From an optimization exercise on the open Yosys and OpenROAD flow, aimed at small area, a short achievable clock period and few clock cycles per item; shortcuts taken in it are not production practice. At most, simulation tests tie the RTL to the original design; equivalence was not proved. Power is estimated from default activity; no workload was simulated.

==> run a <==
==> flow/design.v <==
package lwd_pkg;
    localparam int TIME_W = 32;
    localparam logic [TIME_W-1:0] TMO0_RST     = 32'd6000;
    localparam logic [TIME_W-1:0] TMO1_RST     = 32'd6000;
    localparam logic [TIME_W-1:0] TMO2_RST     = 32'd10000;
    localparam logic [TIME_W-1:0] COOLDOWN_RST = 32'd900000;
endpackage
module lwd_late_a
(
    input  logic [31:0] now_n,    
    input  logic [31:0] t,
    input  logic [31:0] lim,
    output logic [6:0]  part      
);
    function automatic logic [1:0] gp16(input logic [15:0] g, input logic [15:0] p);
        logic [15:0] gg;
        logic [15:0] pp;
        gg = g;
        pp = p;
        for (int w = 8; w >= 1; w = w / 2)
        begin
            for (int i = 0; i < w; i++)
            begin
                gg[i] = gg[2*i+1] | (pp[2*i+1] & gg[2*i]);
                pp[i] = pp[2*i+1] & pp[2*i];
            end
        end
        gp16 = {gg[0], pp[0]};
    endfunction
    logic [31:0] s;
    logic [31:0] c;
    logic [31:0] b;
    logic [31:0] kg, kp, wg, wp;
    logic [1:0]  k0, k1, w0, w1;
    assign s  = lim ^ t ^ now_n;
    assign c  = (lim & t) | (lim & now_n) | (t & now_n);
    assign b  = {c[30:0], 1'b1};
    assign kg = s & b;                    
    assign kp = s | b;
    assign wg = t & now_n;                
    assign wp = t | now_n;
    assign k0 = gp16(kg[15:0], kp[15:0]);
    assign k1 = gp16(kg[31:16], kp[31:16]);
    assign w0 = gp16(wg[15:0], wp[15:0]);
    assign w1 = gp16(wg[31:16], wp[31:16]);
    assign part = {c[31], k1, k0[1], w1, w0[1]};
endmodule
module lwd_late_b
(
    input  logic [6:0] part,
    output logic       late
);
    logic k;
    logic wrap;
    assign k    = part[5] | (part[4] & part[3]);
    assign wrap = part[2] | (part[1] & part[0]);
    assign late = wrap ? !(part[6] & k) : !(part[6] | k);
endmodule
import lwd_pkg::*;
module multi_module_liveness_watchdog_core
(
    input  logic        clk,
    input  logic        rst_n,
    input  logic        item_valid,
    output logic        item_stall,
    input  logic        command,
    input  logic [1:0]  module_req,
    input  logic [31:0] now_ms,
    output logic        result_valid,
    input  logic        result_stall,
    output logic        reboot,
    output logic [1:0]  reboot_module,
    output logic [2:0]  error_mask,
    output logic [1:0]  remembered_failure,
    input  logic        cfg_valid,
    output logic        cfg_ready,
    input  logic [1:0]  cfg_index,
    input  logic [31:0] cfg_data
);
    logic [31:0] tmo0_reg, tmo1_reg, tmo2_reg, cdn_reg;
    logic [31:0] kick0_reg, kick1_reg, kick2_reg;
    logic [31:0] start_reg;
    logic        deg_reg;         
    logic [1:0]  fail_reg;
    logic        iv_reg;
    logic        icmd_reg;
    logic [1:0]  imr_reg;
    logic [31:0] inown_reg;       
    logic        v2_reg;
    logic        pk_reg;
    logic        cmd2_reg;
    logic [1:0]  mr2_reg;
    logic [31:0] now2n_reg;       
    logic [6:0]  p0_reg, p1_reg, p2_reg, pc_reg;
    logic [3:0]  qv_reg;
    logic [7:0]  q0_reg;
    logic [3:0]  q1_reg, q2_reg, q3_reg;
    logic        stall_reg;
    logic        accept;
    logic        commit;
    logic        repl;
    logic        adv;
    logic        cap_keep;
    logic [6:0]  p0, p1, p2, pc;
    logic [2:0]  late2_reg;
    logic        cool2_reg;
    logic [2:0]  rbv;
    logic        dc;
    logic        late_f;
    logic        fvalid;
    logic        rb;
    logic [1:0]  rbmod;
    logic        deg_n;
    logic [1:0]  fail_n;
    logic        deg_eff;
    logic [2:0]  mask_n;
    logic [7:0]  res_n;
    logic [3:0]  resc_n;
    logic [7:0]  q1_dec;
    logic        kw0, kw1, kw2, rbw;
    logic        iv_n, v2_n, pk_n;
    logic        shift;
    logic [3:0]  qv_n;
    logic        full_n;
    assign cfg_ready  = 1'b1;
    assign item_stall = stall_reg;
    assign accept     = item_valid && !stall_reg;
    lwd_late_a u_a0 (.now_n(inown_reg), .t(kick0_reg), .lim(tmo0_reg), .part(p0));
    lwd_late_a u_a1 (.now_n(inown_reg), .t(kick1_reg), .lim(tmo1_reg), .part(p1));
    lwd_late_a u_a2 (.now_n(inown_reg), .t(kick2_reg), .lim(tmo2_reg), .part(p2));
    lwd_late_a u_ac (.now_n(inown_reg), .t(start_reg), .lim(cdn_reg),  .part(pc));
    lwd_late_b u_b0 (.part(p0_reg), .late(late2_reg[0]));
    lwd_late_b u_b1 (.part(p1_reg), .late(late2_reg[1]));
    lwd_late_b u_b2 (.part(p2_reg), .late(late2_reg[2]));
    lwd_late_b u_bc (.part(pc_reg), .late(cool2_reg));
    assign dc     = deg_reg && cool2_reg;
    assign rbv[0] = late2_reg[0] && (fail_reg != 2'd0 || dc);
    assign rbv[1] = late2_reg[1] && (fail_reg != 2'd1 || dc);
    assign rbv[2] = late2_reg[2] && (fail_reg != 2'd2 || dc);
    assign fvalid = (fail_reg != 2'd3);
    assign late_f = late2_reg[fail_reg];
    always_comb
    begin
        rb    = cmd2_reg && (rbv != 3'b000);
        rbmod = !cmd2_reg ? 2'd0 : rbv[0] ? 2'd0 : rbv[1] ? 2'd1 : rbv[2] ? 2'd2 : 2'd0;
        if (!cmd2_reg)
        begin
            fail_n = fail_reg;
            deg_n  = deg_reg;
        end
        else if (rbv != 3'b000)
        begin
            fail_n = rbmod;
            deg_n  = 1'b0;
        end
        else
        begin
            fail_n = (fvalid && !late_f) ? 2'd3 : fail_reg;
            deg_n  = fvalid && late_f;
        end
        mask_n = deg_n ? ((fail_n == 2'd0) ? 3'b001 : (fail_n == 2'd1) ? 3'b010 : 3'b100) : 3'b000;
        res_n  = {rb, rbmod, mask_n, fail_n};
        resc_n = {rb, deg_n, fail_n};
    end
    assign q1_dec = {q1_reg[3], q1_reg[3] ? q1_reg[1:0] : 2'd0,
                     !q1_reg[2] ? 3'b000 : (q1_reg[1:0] == 2'd0) ? 3'b001 : (q1_reg[1:0] == 2'd1) ? 3'b010 : 3'b100,
                     q1_reg[1:0]};
    assign commit   = v2_reg;
    assign repl     = commit && rb && iv_reg && icmd_reg;
    assign adv      = iv_reg && !repl;
    assign cap_keep = iv_reg && !adv;
    assign deg_eff  = commit ? deg_n : deg_reg;
    assign iv_n = pk_reg || cap_keep || (accept && !repl);
    assign v2_n = adv;
    assign pk_n = repl && accept;
    assign shift = qv_reg[0] && !result_stall;
    assign qv_n  = shift ? ({1'b0, qv_reg[3:1]} | ({4{commit}} & qv_reg & ~{1'b0, qv_reg[3:1]}))
                         : (qv_reg | ({4{commit}} & ~qv_reg & {qv_reg[2:0], 1'b1}));
    assign full_n = qv_n[3] || (qv_n[2] && (iv_reg || pk_reg || accept))
                  || (qv_n[1] && iv_reg && (pk_reg || accept));
    assign rbw = commit && rb;
    assign kw0 = iv_reg && !icmd_reg && imr_reg == 2'd0;
    assign kw1 = iv_reg && !icmd_reg && imr_reg == 2'd1;
    assign kw2 = iv_reg && !icmd_reg && imr_reg == 2'd2;
    always_ff @(posedge clk or negedge rst_n)
    begin
        if (!rst_n)
        begin
            tmo0_reg  <= TMO0_RST;
            tmo1_reg  <= TMO1_RST;
            tmo2_reg  <= TMO2_RST;
            cdn_reg   <= COOLDOWN_RST;
            kick0_reg <= '0;
            kick1_reg <= '0;
            kick2_reg <= '0;
            deg_reg   <= 1'b0;
            fail_reg  <= 2'd3;
            iv_reg    <= 1'b0;
            v2_reg    <= 1'b0;
            pk_reg    <= 1'b0;
            qv_reg    <= 4'b0000;
            stall_reg <= 1'b0;
        end
        else
        begin
            if (cfg_valid)
            begin
                case (cfg_index)
                    2'd0: tmo0_reg <= cfg_data;
                    2'd1: tmo1_reg <= cfg_data;
                    2'd2: tmo2_reg <= cfg_data;
                    default: cdn_reg <= cfg_data;
                endcase
            end
            if (kw0)
                kick0_reg <= ~inown_reg;
            else if (rbw)
                kick0_reg <= ~now2n_reg;
            if (kw1)
                kick1_reg <= ~inown_reg;
            else if (rbw)
                kick1_reg <= ~now2n_reg;
            if (kw2)
                kick2_reg <= ~inown_reg;
            else if (rbw)
                kick2_reg <= ~now2n_reg;
            if (commit)
            begin
                deg_reg  <= deg_n;
                fail_reg <= fail_n;
            end
            iv_reg    <= iv_n;
            v2_reg    <= v2_n;
            pk_reg    <= pk_n;
            qv_reg    <= qv_n;
            stall_reg <= pk_n || full_n;
        end
    end
    always_ff @(posedge clk)
    begin
        if (adv && !deg_eff)
        begin
            start_reg <= ~inown_reg;
        end
        if (!cap_keep)
        begin
            if (pk_reg)
            begin
                icmd_reg <= cmd2_reg;
                imr_reg  <= mr2_reg;
                inown_reg <= now2n_reg;
            end
            else
            begin
                icmd_reg <= command;
                imr_reg  <= module_req;
                inown_reg <= ~now_ms;
            end
        end
        if (repl)
        begin
            cmd2_reg <= command;
            mr2_reg  <= module_req;
            now2n_reg <= ~now_ms;
        end
        else
        begin
            cmd2_reg  <= icmd_reg;
            mr2_reg   <= imr_reg;
            now2n_reg <= inown_reg;
        end
        p0_reg <= p0;
        p1_reg <= p1;
        p2_reg <= p2;
        pc_reg <= pc;
        if (shift)
        begin
            q0_reg <= qv_reg[1] ? q1_dec : res_n;
            q1_reg <= qv_reg[2] ? q2_reg : resc_n;
            q2_reg <= qv_reg[3] ? q3_reg : resc_n;
            q3_reg <= resc_n;
        end
        else
        begin
            if (!qv_reg[0]) q0_reg <= res_n;
            if (!qv_reg[1]) q1_reg <= resc_n;
            if (!qv_reg[2]) q2_reg <= resc_n;
            if (!qv_reg[3]) q3_reg <= resc_n;
        end
    end
    assign result_valid       = qv_reg[0];
    assign {reboot, reboot_module, error_mask, remembered_failure} = q0_reg;
endmodule
==> flow/flow/run.sh <==
#!/bin/bash
# The standard layout (the standard.sh), with clock tree synthesis options
# of our own (no dummy loads for balancing, larger sink clusters) and the
# smallest buffer on each port; repair resizes port buffers where timing needs.
export CTS_ARGS="-sink_clustering_enable -repair_clock_nets -sink_clustering_size 40 -sink_clustering_max_diameter 80 -dont_use_dummy_load"
export BUFFER_PORTS_ARGS="-buffer_cell sky130_fd_sc_hd__buf_1"
bash standard.sh > standard.log 2>&1
==> flow/standard.sh <==
#!/bin/bash
# synth_recipe.tcl (not shown) runs the flow's synth.tcl, then flattens the netlist and writes it again
# the make line also repeats each setting of config.mk as NAME=value (left out here)
make -C /OpenROAD-flow-scripts/flow DESIGN_CONFIG=/design/flow/config.mk WORK_HOME=/design/flow/orfs CLKGATE_MAP_FILE= SYNTH_SCRIPT=/design/flow/synth_recipe.tcl "${@:-finish}"
==> flow/config.mk <==
export PLATFORM = sky130hd
export DESIGN_NAME = multi_module_liveness_watchdog_core
export DESIGN_NICKNAME = multi_module_liveness_watchdog_core
export VERILOG_FILES = /design/flow/design.v
export SDC_FILE = /design/flow/constraint.sdc
export NUM_CORES = 4
export LEC_CHECK = 0
export ABC_AREA = 1
export CAP_MARGIN = 20
export CORE_MARGIN = 2
export CORE_UTILIZATION = 40
export CTS_CLUSTER_DIAMETER = 60
export CTS_CLUSTER_SIZE = 30
export SETUP_SLACK_MARGIN = 4.5
export SLEW_MARGIN = 20
export TNS_END_PERCENT = 100
==> flow/constraint.sdc <==
create_clock -name core_clock -period 7.0 [get_ports {clk}]
set_input_delay 1.4000 -clock core_clock [delete_from_list [all_inputs] [get_ports {clk}]]
set_output_delay 1.4000 -clock core_clock [all_outputs]
set_load 0.01 [all_outputs]
==> run b: changes against run a <==
--- a/flow/design.v
+++ b/flow/design.v
@@ -5,19 +5,19 @@
     localparam logic [TIME_W-1:0] TMO2_RST     = 32'd10000;
     localparam logic [TIME_W-1:0] COOLDOWN_RST = 32'd900000;
 endpackage
-module lwd_late_a
+module lwd_late
 (
-    input  logic [31:0] now_n,    
+    input  logic [31:0] now,
     input  logic [31:0] t,
     input  logic [31:0] lim,
-    output logic [6:0]  part      
+    output logic        late
 );
-    function automatic logic [1:0] gp16(input logic [15:0] g, input logic [15:0] p);
-        logic [15:0] gg;
-        logic [15:0] pp;
+    function automatic logic [1:0] gp_tree(input logic [31:0] g, input logic [31:0] p);
+        logic [31:0] gg;
+        logic [31:0] pp;
         gg = g;
         pp = p;
-        for (int w = 8; w >= 1; w = w / 2)
+        for (int w = 16; w >= 1; w = w / 2)
         begin
             for (int i = 0; i < w; i++)
             begin
@@ -25,36 +25,21 @@
                 pp[i] = pp[2*i+1] & pp[2*i];
             end
         end
-        gp16 = {gg[0], pp[0]};
+        gp_tree = {gg[0], pp[0]};
     endfunction
+    logic [31:0] nn;
     logic [31:0] s;
     logic [31:0] c;
     logic [31:0] b;
-    logic [31:0] kg, kp, wg, wp;
-    logic [1:0]  k0, k1, w0, w1;
-    assign s  = lim ^ t ^ now_n;
-    assign c  = (lim & t) | (lim & now_n) | (t & now_n);
+    logic [1:0]  k;
+    logic [1:0]  w;
+    assign nn = ~now;
+    assign s  = lim ^ t ^ nn;
+    assign c  = (lim & t) | (lim & nn) | (t & nn);
     assign b  = {c[30:0], 1'b1};
-    assign kg = s & b;                    
-    assign kp = s | b;
-    assign wg = t & now_n;                
-    assign wp = t | now_n;
-    assign k0 = gp16(kg[15:0], kp[15:0]);
-    assign k1 = gp16(kg[31:16], kp[31:16]);
-    assign w0 = gp16(wg[15:0], wp[15:0]);
-    assign w1 = gp16(wg[31:16], wp[31:16]);
-    assign part = {c[31], k1, k0[1], w1, w0[1]};
-endmodule
-module lwd_late_b
-(
-    input  logic [6:0] part,
-    output logic       late
-);
-    logic k;
-    logic wrap;
-    assign k    = part[5] | (part[4] & part[3]);
-    assign wrap = part[2] | (part[1] & part[0]);
-    assign late = wrap ? !(part[6] & k) : !(part[6] | k);
+    assign k  = gp_tree(s & b, s | b);       
+    assign w  = gp_tree(t & nn, t | nn);     
+    assign late = w[1] ? !(c[31] & k[1]) : !(c[31] | k[1]);
 endmodule
 import lwd_pkg::*;
 module multi_module_liveness_watchdog_core
@@ -85,25 +70,23 @@
     logic        iv_reg;
     logic        icmd_reg;
     logic [1:0]  imr_reg;
-    logic [31:0] inown_reg;       
+    logic [31:0] inow_reg;
     logic        v2_reg;
     logic        pk_reg;
     logic        cmd2_reg;
     logic [1:0]  mr2_reg;
-    logic [31:0] now2n_reg;       
-    logic [6:0]  p0_reg, p1_reg, p2_reg, pc_reg;
+    logic [31:0] now2_reg;
+    logic [2:0]  late2_reg;
+    logic        cool2_reg;
     logic [3:0]  qv_reg;
-    logic [7:0]  q0_reg;
-    logic [3:0]  q1_reg, q2_reg, q3_reg;
+    logic [7:0]  q0_reg, q1_reg, q2_reg, q3_reg;
     logic        stall_reg;
     logic        accept;
     logic        commit;
     logic        repl;
     logic        adv;
     logic        cap_keep;
-    logic [6:0]  p0, p1, p2, pc;
-    logic [2:0]  late2_reg;
-    logic        cool2_reg;
+    logic        late0, late1, late2, cool;
     logic [2:0]  rbv;
     logic        dc;
     logic        late_f;
@@ -115,8 +98,6 @@
     logic        deg_eff;
     logic [2:0]  mask_n;
     logic [7:0]  res_n;
-    logic [3:0]  resc_n;
-    logic [7:0]  q1_dec;
     logic        kw0, kw1, kw2, rbw;
     logic        iv_n, v2_n, pk_n;
     logic        shift;
@@ -125,14 +106,10 @@
     assign cfg_ready  = 1'b1;
     assign item_stall = stall_reg;
     assign accept     = item_valid && !stall_reg;
-    lwd_late_a u_a0 (.now_n(inown_reg), .t(kick0_reg), .lim(tmo0_reg), .part(p0));
-    lwd_late_a u_a1 (.now_n(inown_reg), .t(kick1_reg), .lim(tmo1_reg), .part(p1));
-    lwd_late_a u_a2 (.now_n(inown_reg), .t(kick2_reg), .lim(tmo2_reg), .part(p2));
-    lwd_late_a u_ac (.now_n(inown_reg), .t(start_reg), .lim(cdn_reg),  .part(pc));
-    lwd_late_b u_b0 (.part(p0_reg), .late(late2_reg[0]));
-    lwd_late_b u_b1 (.part(p1_reg), .late(late2_reg[1]));
-    lwd_late_b u_b2 (.part(p2_reg), .late(late2_reg[2]));
-    lwd_late_b u_bc (.part(pc_reg), .late(cool2_reg));
+    lwd_late u_l0 (.now(inow_reg), .t(kick0_reg), .lim(tmo0_reg), .late(late0));
+    lwd_late u_l1 (.now(inow_reg), .t(kick1_reg), .lim(tmo1_reg), .late(late1));
+    lwd_late u_l2 (.now(inow_reg), .t(kick2_reg), .lim(tmo2_reg), .late(late2));
+    lwd_late u_lc (.now(inow_reg), .t(start_reg), .lim(cdn_reg),  .late(cool));
     assign dc     = deg_reg && cool2_reg;
     assign rbv[0] = late2_reg[0] && (fail_reg != 2'd0 || dc);
     assign rbv[1] = late2_reg[1] && (fail_reg != 2'd1 || dc);
@@ -160,11 +137,7 @@
         end
         mask_n = deg_n ? ((fail_n == 2'd0) ? 3'b001 : (fail_n == 2'd1) ? 3'b010 : 3'b100) : 3'b000;
         res_n  = {rb, rbmod, mask_n, fail_n};
-        resc_n = {rb, deg_n, fail_n};
     end
-    assign q1_dec = {q1_reg[3], q1_reg[3] ? q1_reg[1:0] : 2'd0,
-                     !q1_reg[2] ? 3'b000 : (q1_reg[1:0] == 2'd0) ? 3'b001 : (q1_reg[1:0] == 2'd1) ? 3'b010 : 3'b100,
-                     q1_reg[1:0]};
     assign commit   = v2_reg;
     assign repl     = commit && rb && iv_reg && icmd_reg;
     assign adv      = iv_reg && !repl;
@@ -213,17 +186,17 @@
                 endcase
             end
             if (kw0)
-                kick0_reg <= ~inown_reg;
+                kick0_reg <= inow_reg;
             else if (rbw)
-                kick0_reg <= ~now2n_reg;
+                kick0_reg <= now2_reg;
             if (kw1)
-                kick1_reg <= ~inown_reg;
+                kick1_reg <= inow_reg;
             else if (rbw)
-                kick1_reg <= ~now2n_reg;
+                kick1_reg <= now2_reg;
             if (kw2)
-                kick2_reg <= ~inown_reg;
+                kick2_reg <= inow_reg;
             else if (rbw)
-                kick2_reg <= ~now2n_reg;
+                kick2_reg <= now2_reg;
             if (commit)
             begin
                 deg_reg  <= deg_n;
@@ -240,7 +213,7 @@
     begin
         if (adv && !deg_eff)
         begin
-            start_reg <= ~inown_reg;
+            start_reg <= inow_reg;
         end
         if (!cap_keep)
         begin
@@ -248,44 +221,42 @@
             begin
                 icmd_reg <= cmd2_reg;
                 imr_reg  <= mr2_reg;
-                inown_reg <= now2n_reg;
+                inow_reg <= now2_reg;
             end
             else
             begin
                 icmd_reg <= command;
                 imr_reg  <= module_req;
-                inown_reg <= ~now_ms;
+                inow_reg <= now_ms;
             end
         end
         if (repl)
         begin
             cmd2_reg <= command;
             mr2_reg  <= module_req;
-            now2n_reg <= ~now_ms;
+            now2_reg <= now_ms;
         end
         else
         begin
             cmd2_reg  <= icmd_reg;
             mr2_reg   <= imr_reg;
-            now2n_reg <= inown_reg;
-        end
-        p0_reg <= p0;
-        p1_reg <= p1;
-        p2_reg <= p2;
-        pc_reg <= pc;
+            now2_reg  <= inow_reg;
+            late2_reg <= {late2, late1, late0};
+            cool2_reg <= cool;
+        end
         if (shift)
         begin
-            q0_reg <= qv_reg[1] ? q1_dec : res_n;
-            q1_reg <= qv_reg[2] ? q2_reg : resc_n;
-            q2_reg <= qv_reg[3] ? q3_reg : resc_n;
-            q3_reg <= resc_n;
+            q0_reg <= qv_reg[1] ? q1_reg : res_n;
+            q1_reg <= qv_reg[2] ? q2_reg : res_n;
+            q2_reg <= qv_reg[3] ? q3_reg : res_n;
+            q3_reg <= res_n;
         end
         else
         begin
             if (!qv_reg[0]) q0_reg <= res_n;
-            if (!qv_reg[1]) q1_reg <= resc_n;
-            if (!qv_reg[2]) q2_reg <= resc_n;
-            if (!qv_reg[3]) q3_reg <= resc_n;
+            if (!qv_reg[1]) q1_reg <= res_n;
+            if (!qv_reg[2]) q2_reg <= res_n;
+            if (!qv_reg[3]) q3_reg <= res_n;
         end
     end
     assign result_valid       = qv_reg[0];
==> flow/run.sh (new file) <==
#!/bin/bash
# synth_recipe.tcl (not shown) runs the flow's synth.tcl, then flattens the netlist and writes it again
# the make line also repeats each setting of config.mk as NAME=value (left out here)
make -C /OpenROAD-flow-scripts/flow DESIGN_CONFIG=/design/flow/config.mk WORK_HOME=/design/flow/orfs CLKGATE_MAP_FILE= SYNTH_SCRIPT=/design/flow/synth_recipe.tcl finish
--- a/flow/config.mk
+++ b/flow/config.mk
@@ -8,9 +8,10 @@
 export ABC_AREA = 1
 export CAP_MARGIN = 20
 export CORE_MARGIN = 2
-export CORE_UTILIZATION = 40
+export CORE_UTILIZATION = 65
 export CTS_CLUSTER_DIAMETER = 60
 export CTS_CLUSTER_SIZE = 30
+export PLACE_DENSITY = 0.75
 export SETUP_SLACK_MARGIN = 4.5
 export SLEW_MARGIN = 20
 export TNS_END_PERCENT = 100
removed: flow/flow/run.sh
removed: flow/standard.sh
==> run c: changes against run a <==
--- a/flow/design.v
+++ b/flow/design.v
@@ -268,11 +268,11 @@
             cmd2_reg  <= icmd_reg;
             mr2_reg   <= imr_reg;
             now2n_reg <= inown_reg;
-        end
-        p0_reg <= p0;
-        p1_reg <= p1;
-        p2_reg <= p2;
-        pc_reg <= pc;
+            p0_reg    <= p0;
+            p1_reg    <= p1;
+            p2_reg    <= p2;
+            pc_reg    <= pc;
+        end
         if (shift)
         begin
             q0_reg <= qv_reg[1] ? q1_dec : res_n;
==> flow/run.sh (new file) <==
#!/bin/bash
# synth_recipe.tcl (not shown) runs the flow's synth.tcl, then flattens the netlist and writes it again
# the make line also repeats each setting of config.mk as NAME=value (left out here)
make -C /OpenROAD-flow-scripts/flow DESIGN_CONFIG=/design/flow/config.mk WORK_HOME=/design/flow/orfs CLKGATE_MAP_FILE= SYNTH_SCRIPT=/design/flow/synth_recipe.tcl finish
removed: flow/flow/run.sh
removed: flow/standard.sh
==> summary.txt <==
metric                                                        run c          run a         run b
Source of the worst register-to-register timing path  inown_reg[30]  inown_reg[16]  inow_reg[22]
Fmax                                                      0.403 GHz      0.398 GHz     0.384 GHz
Outcome                                    timing/DRC/antenna clean  timing/DRC/antenna clean  timing/DRC/antenna clean
Layout Skew                                               0.0290 ns      0.0608 ns     0.0202 ns
CTS sink count                                                  385            385           373
Routed wire length on met2                                 29000 um       29300 um      29100 um
Top cell type's share of synthesized area                     0.228          0.233         0.231
TAP cells                                                       748            696           448
Logic power comb                                            4.10 mW        3.91 mW       4.28 mW
Total of fill cells in the finished design                     5418           5377          2544
Hold EP                                                tmo2_reg[12]   tmo1_reg[18]  tmo0_reg[15]
Post-CTS Setup Repair Bufs                                       30             21            64
Dpl cells                                                      3421           3301          3198
P_int                                                       5.58 mW        5.08 mW       5.59 mW
Testbench counts of run a, summed over its fixed seeds: cycles 12,035, items 12,000.
Testbench counts of run c, summed over its fixed seeds: cycles 12,035, items 12,000.
For run b, only the layout was checked, not whether the RTL still works.

static timing again, ports no longer ideal:
How much do the figures lean on ideal ports? The routed layouts below were timed once more, with nothing changed but the port constraints. Step 1: set_driving_cell puts a clkbuf_16 on clk and a buf_2 on each other input, an assumption about the parent block. Step 2 moves the port delays by t, midway between the first and last clock arrival at a register: inputs arrive t later, outputs are due t later. That takes back most of the time a late clock gives input paths. a / b / c = ideal ports / drivers / drivers and shift; a / b = the first two.
run | shift t [ns] | slack for setup (ns) | hold slack, ns | worst setup path after step 2
run a | 0.629 | 4.487 / 4.428 / 4.057 | 0.484 / 0.484 / 0.484 | input to register
run b | 0.595 | 4.393 / 4.393 / 4.049 | 0.487 / 0.487 / 0.487 | input to register
run c | 0.617 | 4.518 / 4.459 / 4.079 | 0.486 / 0.486 / 0.486 | input to register
After both steps setup and hold are still met in every run listed. For run c, which loses most, drivers alone change the setup slack by -0.059 ns; drivers and shift together by -0.439 ns.
